Source: an optimization exercise on an open RTL-to-GDS flow (aim: small area, a short achievable clock period and few clock cycles). Production flows keep margins and buffers that such runs may drop.
Only simulation tests tie the RTL to the original design; equivalence was not proved.

==> inputs of job 3306 <==
==> flow/design.v <==
package icache_types;
  localparam int unsigned LINE_W   = 256;
  localparam int unsigned BEAT_W   = 64;
  localparam int unsigned BEATS    = 4;
  localparam int unsigned WORD_W   = 32;
  localparam int unsigned OFFSET_W = 5;
  localparam int unsigned ADDR_W   = 32;
  localparam int unsigned LINE_A_W = ADDR_W - OFFSET_W;
endpackage
module icache_array (
  input  logic         clk,
  input  logic         wr_en,
  input  logic [2:0]   wr_index,
  input  logic [1:0]   wr_beat,
  input  logic [63:0]  wr_data,
  input  logic [7:0]   rd_line_oh,
  output logic [255:0] rd_line
);
  logic [63:0] data_r [32];
  always_ff @(posedge clk) begin
    if (wr_en) begin
      data_r[{wr_index, wr_beat}] <= wr_data;
    end
  end
  always_comb begin
    rd_line = '0;
    for (int i = 0; i < 8; i++) begin
      rd_line = rd_line | ({256{rd_line_oh[i]}} &
                {data_r[4*i+3], data_r[4*i+2], data_r[4*i+1], data_r[4*i]});
    end
  end
endmodule
module icache (
  input  logic         clk,
  input  logic         rst,
  input  logic         inst_read,
  input  logic [31:0]  inst_addr,
  output logic [31:0]  inst_rdata,
  output logic         inst_resp,
  output logic         pmem_read,
  output logic [31:0]  pmem_address,
  input  logic [63:0]  pmem_rdata,
  input  logic         pmem_resp,
  output logic [31:0]  hit_count,
  output logic [31:0]  miss_count
);
  logic [7:0]   valid_r;
  logic [23:0]  tag_r [8];
  logic         fill_r;
  logic [1:0]   cnt_r;        
  logic         cur_v_r;      
  logic [26:0]  cur_line_r;
  logic [7:0]   cur_oh_r;     
  logic [2:0]   pw_r;         
  logic [7:0]   pw_oh_r;      
  logic         miss_r;       
  logic [31:0]  hc_r;
  logic [31:0]  mc_r;
  logic [2:0]   idx_s;
  logic [23:0]  tag_s;
  logic [1:0]   beat_s;
  logic [7:0]   eq_s;
  logic         hit_s;
  logic         same_s;
  logic         wmatch_s;
  logic         wmove_s;
  logic         early_s;
  logic         avail_s;
  logic         start_s;
  logic         move_s;
  logic         resp_s;
  logic [255:0] line_s;
  logic [31:0]  word_s;
  assign idx_s  = inst_addr[7:5];
  assign tag_s  = inst_addr[31:8];
  assign beat_s = pw_r[2:1];
  always_comb begin
    for (int j = 0; j < 8; j++) begin
      eq_s[j] = valid_r[j] && (tag_r[j] == tag_s);
    end
    hit_s   = eq_s[idx_s];
    same_s   = cur_v_r && (inst_addr[31:5] == cur_line_r);
    wmatch_s = inst_addr[4:2] == pw_r;
    early_s  = beat_s < cnt_r;
    avail_s  = !fill_r || early_s || (pmem_resp && (beat_s == cnt_r));
    resp_s   = inst_read && same_s && wmatch_s && avail_s;
    wmove_s  = inst_read && same_s && !wmatch_s;
    start_s = inst_read && !hit_s && !fill_r;
    move_s  = inst_read && !same_s && ((hit_s && !fill_r) || start_s);
    word_s    = '0;
    for (int w = 0; w < 8; w++) begin
      word_s = word_s | ({32{pw_oh_r[w]}} & line_s[w*32 +: 32]);
    end
  end
  icache_array u_array (
    .clk        (clk),
    .wr_en      (fill_r),
    .wr_index   (cur_line_r[2:0]),
    .wr_beat    (cnt_r),
    .wr_data    (pmem_rdata),
    .rd_line_oh (cur_oh_r),
    .rd_line    (line_s)
  );
  always_ff @(posedge clk) begin
    if (!rst) begin
      valid_r <= '0;
    end else if (start_s) begin
      valid_r[idx_s] <= 1'b1;
    end
  end
  always_ff @(posedge clk) begin
    if (start_s) begin
      tag_r[idx_s] <= tag_s;
    end
  end
  always_ff @(posedge clk) begin
    if (move_s) begin
      cur_line_r <= inst_addr[31:5];
      cur_oh_r   <= 8'd1 << idx_s;
    end
  end
  always_ff @(posedge clk) begin
    if (move_s || wmove_s) begin
      pw_r    <= inst_addr[4:2];
      pw_oh_r <= 8'd1 << inst_addr[4:2];
    end else if (resp_s) begin
      pw_r    <= pw_r + 3'd1;
      pw_oh_r <= {pw_oh_r[6:0], pw_oh_r[7]};
    end
  end
  always_ff @(posedge clk) begin
    if (!rst) begin
      fill_r     <= 1'b0;
      cnt_r      <= 2'd0;
      cur_v_r    <= 1'b0;
      miss_r     <= 1'b0;
      hc_r       <= 32'd0;
      mc_r       <= 32'd0;
    end else begin
      if (start_s) begin
        fill_r <= 1'b1;
        cnt_r  <= 2'd0;
        miss_r <= 1'b1;
        mc_r   <= mc_r + 32'd1;
      end else if (fill_r && pmem_resp) begin
        cnt_r <= cnt_r + 2'd1;
        if (cnt_r == 2'd3) begin
          fill_r <= 1'b0;
        end
      end
      if (move_s) begin
        cur_v_r <= 1'b1;
      end
      if (resp_s) begin
        miss_r <= 1'b0;
        if (!miss_r) begin
          hc_r <= hc_r + 32'd1;
        end
      end
    end
  end
  assign inst_resp    = resp_s;
  assign inst_rdata   = (fill_r && !early_s) ? (pw_r[0] ? pmem_rdata[63:32] : pmem_rdata[31:0]) : word_s;
  assign pmem_read    = fill_r || start_s;
  assign pmem_address = fill_r ? {cur_line_r, 5'd0} : {inst_addr[31:5], 5'd0};
  assign hit_count    = (inst_read && !miss_r) ? hc_r + 32'd1 : hc_r;
  assign miss_count   = mc_r;
endmodule
==> flow/flow/run.sh <==
#!/bin/bash
# The standard layout, with buf_4 cells as the port buffers instead of the
# delay cells that buffer_ports picks by default. Every tool's output goes to
# make.log (and ORFS's own per-step logs under orfs/logs).
set -euo pipefail
bash standard.sh "BUFFER_PORTS_ARGS=-buffer_cell sky130_fd_sc_hd__buf_4" finish > make.log 2>&1
==> flow/standard.sh <==
#!/bin/bash
# synth_recipe.tcl (not shown) runs the flow's synth.tcl, then flattens the netlist and writes it again
# the make line also repeats each setting of config.mk as NAME=value (left out here)
make -C /OpenROAD-flow-scripts/flow DESIGN_CONFIG=/design/flow/config.mk WORK_HOME=/design/flow/orfs CLKGATE_MAP_FILE= SYNTH_SCRIPT=/design/flow/synth_recipe.tcl "${@:-finish}"
==> flow/config.mk <==
export PLATFORM = sky130hd
export DESIGN_NAME = icache
export DESIGN_NICKNAME = icache
export VERILOG_FILES = /design/flow/design.v
export SDC_FILE = /design/flow/constraint.sdc
export NUM_CORES = 4
export LEC_CHECK = 0
export CAP_MARGIN = 20
export CORE_MARGIN = 2
export CORE_UTILIZATION = 62
export CTS_CLUSTER_DIAMETER = 100
export CTS_CLUSTER_SIZE = 25
export PLACE_DENSITY = 0.72
export SETUP_SLACK_MARGIN = 1.0
export SLEW_MARGIN = 20
==> flow/constraint.sdc <==
create_clock -name core_clock -period 5.5 [get_ports {clk}]
set_input_delay 1.1000 -clock core_clock [delete_from_list [all_inputs] [get_ports {clk}]]
set_output_delay 1.1000 -clock core_clock [all_outputs]
set_load 0.01 [all_outputs]
==> job 1498 (differences from job 3306) <==
==> flow/design.v, changed modules only <==
module icache_array (
  input  logic         clk,
  input  logic         wr_en,
  input  logic [2:0]   wr_index,
  input  logic [1:0]   wr_beat,
  input  logic [63:0]  wr_data,
  input  logic [2:0]   rd_index,
  input  logic [2:0]   rd_word,
  output logic [31:0]  rd_data
);
  logic [63:0] data_r [32];
  always_ff @(posedge clk) begin
    if (wr_en) begin
      data_r[{wr_index, wr_beat}] <= wr_data;
    end
  end
  logic [63:0] beat_s;
  always_comb begin
    beat_s  = data_r[{rd_index, rd_word[2:1]}];
    rd_data = rd_word[0] ? beat_s[63:32] : beat_s[31:0];
  end
endmodule
module icache (
  input  logic         clk,
  input  logic         rst,
  input  logic         inst_read,
  input  logic [31:0]  inst_addr,
  output logic [31:0]  inst_rdata,
  output logic         inst_resp,
  output logic         pmem_read,
  output logic [31:0]  pmem_address,
  input  logic [63:0]  pmem_rdata,
  input  logic         pmem_resp,
  output logic [31:0]  hit_count,
  output logic [31:0]  miss_count
);
  logic [7:0]   valid_r;
  logic [23:0]  tag_r [8];
  logic         fill_r;
  logic [26:0]  fill_line_r;
  logic [1:0]   cnt_r;        
  logic         miss_r;       
  logic [31:0]  hc_r;
  logic [31:0]  mc_r;
  logic [2:0]   idx_s;
  logic [23:0]  tag_s;
  logic [1:0]   beat_s;
  logic         hit_s;
  logic         on_fill_s;
  logic         early_s;
  logic         avail_s;
  logic         fwd_s;
  logic         start_s;
  logic         resp_s;
  logic [31:0]  arr_word_s;
  assign idx_s  = inst_addr[7:5];
  assign tag_s  = inst_addr[31:8];
  assign beat_s = inst_addr[4:3];
  always_comb begin
    hit_s     = valid_r[idx_s] && (tag_r[idx_s] == tag_s);
    on_fill_s = fill_r && (idx_s == fill_line_r[2:0]);
    early_s   = beat_s < cnt_r;
    fwd_s     = on_fill_s && !early_s;
    avail_s   = !on_fill_s || early_s || (pmem_resp && (beat_s == cnt_r));
    resp_s    = inst_read && hit_s && avail_s;
    start_s   = inst_read && !hit_s && !fill_r;
  end
  icache_array u_array (
    .clk      (clk),
    .wr_en    (fill_r),
    .wr_index (fill_line_r[2:0]),
    .wr_beat  (cnt_r),
    .wr_data  (pmem_rdata),
    .rd_index (idx_s),
    .rd_word  (inst_addr[4:2]),
    .rd_data  (arr_word_s)
  );
  always_ff @(posedge clk) begin
    if (!rst) begin
      valid_r <= '0;
    end else if (start_s) begin
      valid_r[idx_s] <= 1'b1;
    end
  end
  always_ff @(posedge clk) begin
    if (start_s) begin
      tag_r[idx_s] <= tag_s;
    end
  end
  always_ff @(posedge clk) begin
    if (start_s) begin
      fill_line_r <= inst_addr[31:5];
    end
  end
  always_ff @(posedge clk) begin
    if (!rst) begin
      fill_r <= 1'b0;
      cnt_r  <= 2'd0;
      miss_r <= 1'b0;
      hc_r   <= 32'd0;
      mc_r   <= 32'd0;
    end else begin
      if (start_s) begin
        fill_r <= 1'b1;
        cnt_r  <= 2'd0;
        miss_r <= 1'b1;
        mc_r   <= mc_r + 32'd1;
      end else if (fill_r && pmem_resp) begin
        cnt_r <= cnt_r + 2'd1;
        if (cnt_r == 2'd3) begin
          fill_r <= 1'b0;
        end
      end
      if (resp_s) begin
        miss_r <= 1'b0;
        if (!miss_r) begin
          hc_r <= hc_r + 32'd1;
        end
      end
    end
  end
  assign inst_resp    = resp_s;
  assign inst_rdata   = fwd_s ? (inst_addr[2] ? pmem_rdata[63:32] : pmem_rdata[31:0]) : arr_word_s;
  assign pmem_read    = fill_r || start_s;
  assign pmem_address = fill_r ? {fill_line_r, 5'd0} : {inst_addr[31:5], 5'd0};
  assign hit_count    = (resp_s && !miss_r) ? hc_r + 32'd1 : hc_r;
  assign miss_count   = mc_r;
endmodule
==> flow/run.sh (new file) <==
#!/bin/bash
# synth_recipe.tcl (not shown) runs the flow's synth.tcl, then flattens the netlist and writes it again
# the make line also repeats each setting of config.mk as NAME=value (left out here)
make -C /OpenROAD-flow-scripts/flow DESIGN_CONFIG=/design/flow/config.mk WORK_HOME=/design/flow/orfs CLKGATE_MAP_FILE= SYNTH_SCRIPT=/design/flow/synth_recipe.tcl finish
- CORE_UTILIZATION: 62 -> 40
- CTS_CLUSTER_DIAMETER: 100 -> default
- CTS_CLUSTER_SIZE: 25 -> default
- PLACE_DENSITY: 0.72 -> 0.6
- SETUP_SLACK_MARGIN: 1.0 -> default
removed: flow/flow/run.sh
removed: flow/standard.sh
==> flow_summary.toml <==
[final_layout]
final-clk-cell-share_pct = 2.905
drive_gt1_share_pct = 12.32
multi_input_cells = 2393
diodes = 18

[outcome]
status = "no timing/DRC/antenna violations"

[global_routing]
grtUsageTotal_pct = 33.75

[setup_path]
cp_cell_sequence = "inv_1, ha_1, nor2b_4, o21a_4, buf_12, nor2_1, a21oi_1, buf_4"

[floorplanning]
taps = 1890
the above is filed under job 3306

==> flow_summary.toml <==
[outcome]
status = "no timing/DRC/antenna violations"

[final_layout]
drive_gt1_share_pct = 27.91
diodes = 2
final-clk-cell-share_pct = 6.545

[timing]
min_period_ns = 5.448

[setup_path]
cp_cell_sequence = "buf_16, buf_12, mux4_2, mux2i_1, xnor2_1, nor4_2, buf_4, nand4_4, or2_4, buf_4, mux2_1, clkdlybuf4s50_1"

[global_routing]
grtUsageTotal_pct = 20.97
the above is filed under job 1498

Testbench counts of job 3306, summed over its fixed seeds: cycles 68,088.
Testbench counts of job 1498, summed over its fixed seeds: cycles 67,773.

what the ideal ports hide:
In the flow no input, the clock included, has a driving cell. The finished layouts below were timed again as built, in two steps.
Step 1 (the two cells are an assumption about what drives the block):
set clk [get_ports {clk}]
set_driving_cell -lib_cell sky130_fd_sc_hd__clkbuf_16 $clk
set_driving_cell -lib_cell sky130_fd_sc_hd__buf_2 [delete_from_list [all_inputs] $clk]
Step 2 also shifts input and output timing later by t, the mid clock arrival at the registers, as if the neighbouring blocks saw the same clock.
Three values: no drivers, after step 1, after step 2; two values: the first two.
run	shift t [ns]	setup slack, ns	hold WS [ns]
job 3306	0.848	1.032 / 0.949 / 1.130	0.484 / 0.484 / 0.484
job 1498	0.927	0.052 / -0.157 / -0.157	0.474 / 0.474 / 0.474
Met with ideal ports but missed after step 2: setup timing in job 1498. For job 1498, which loses most, drivers alone change the setup slack by -0.209 ns; drivers and shift together by -0.209 ns.
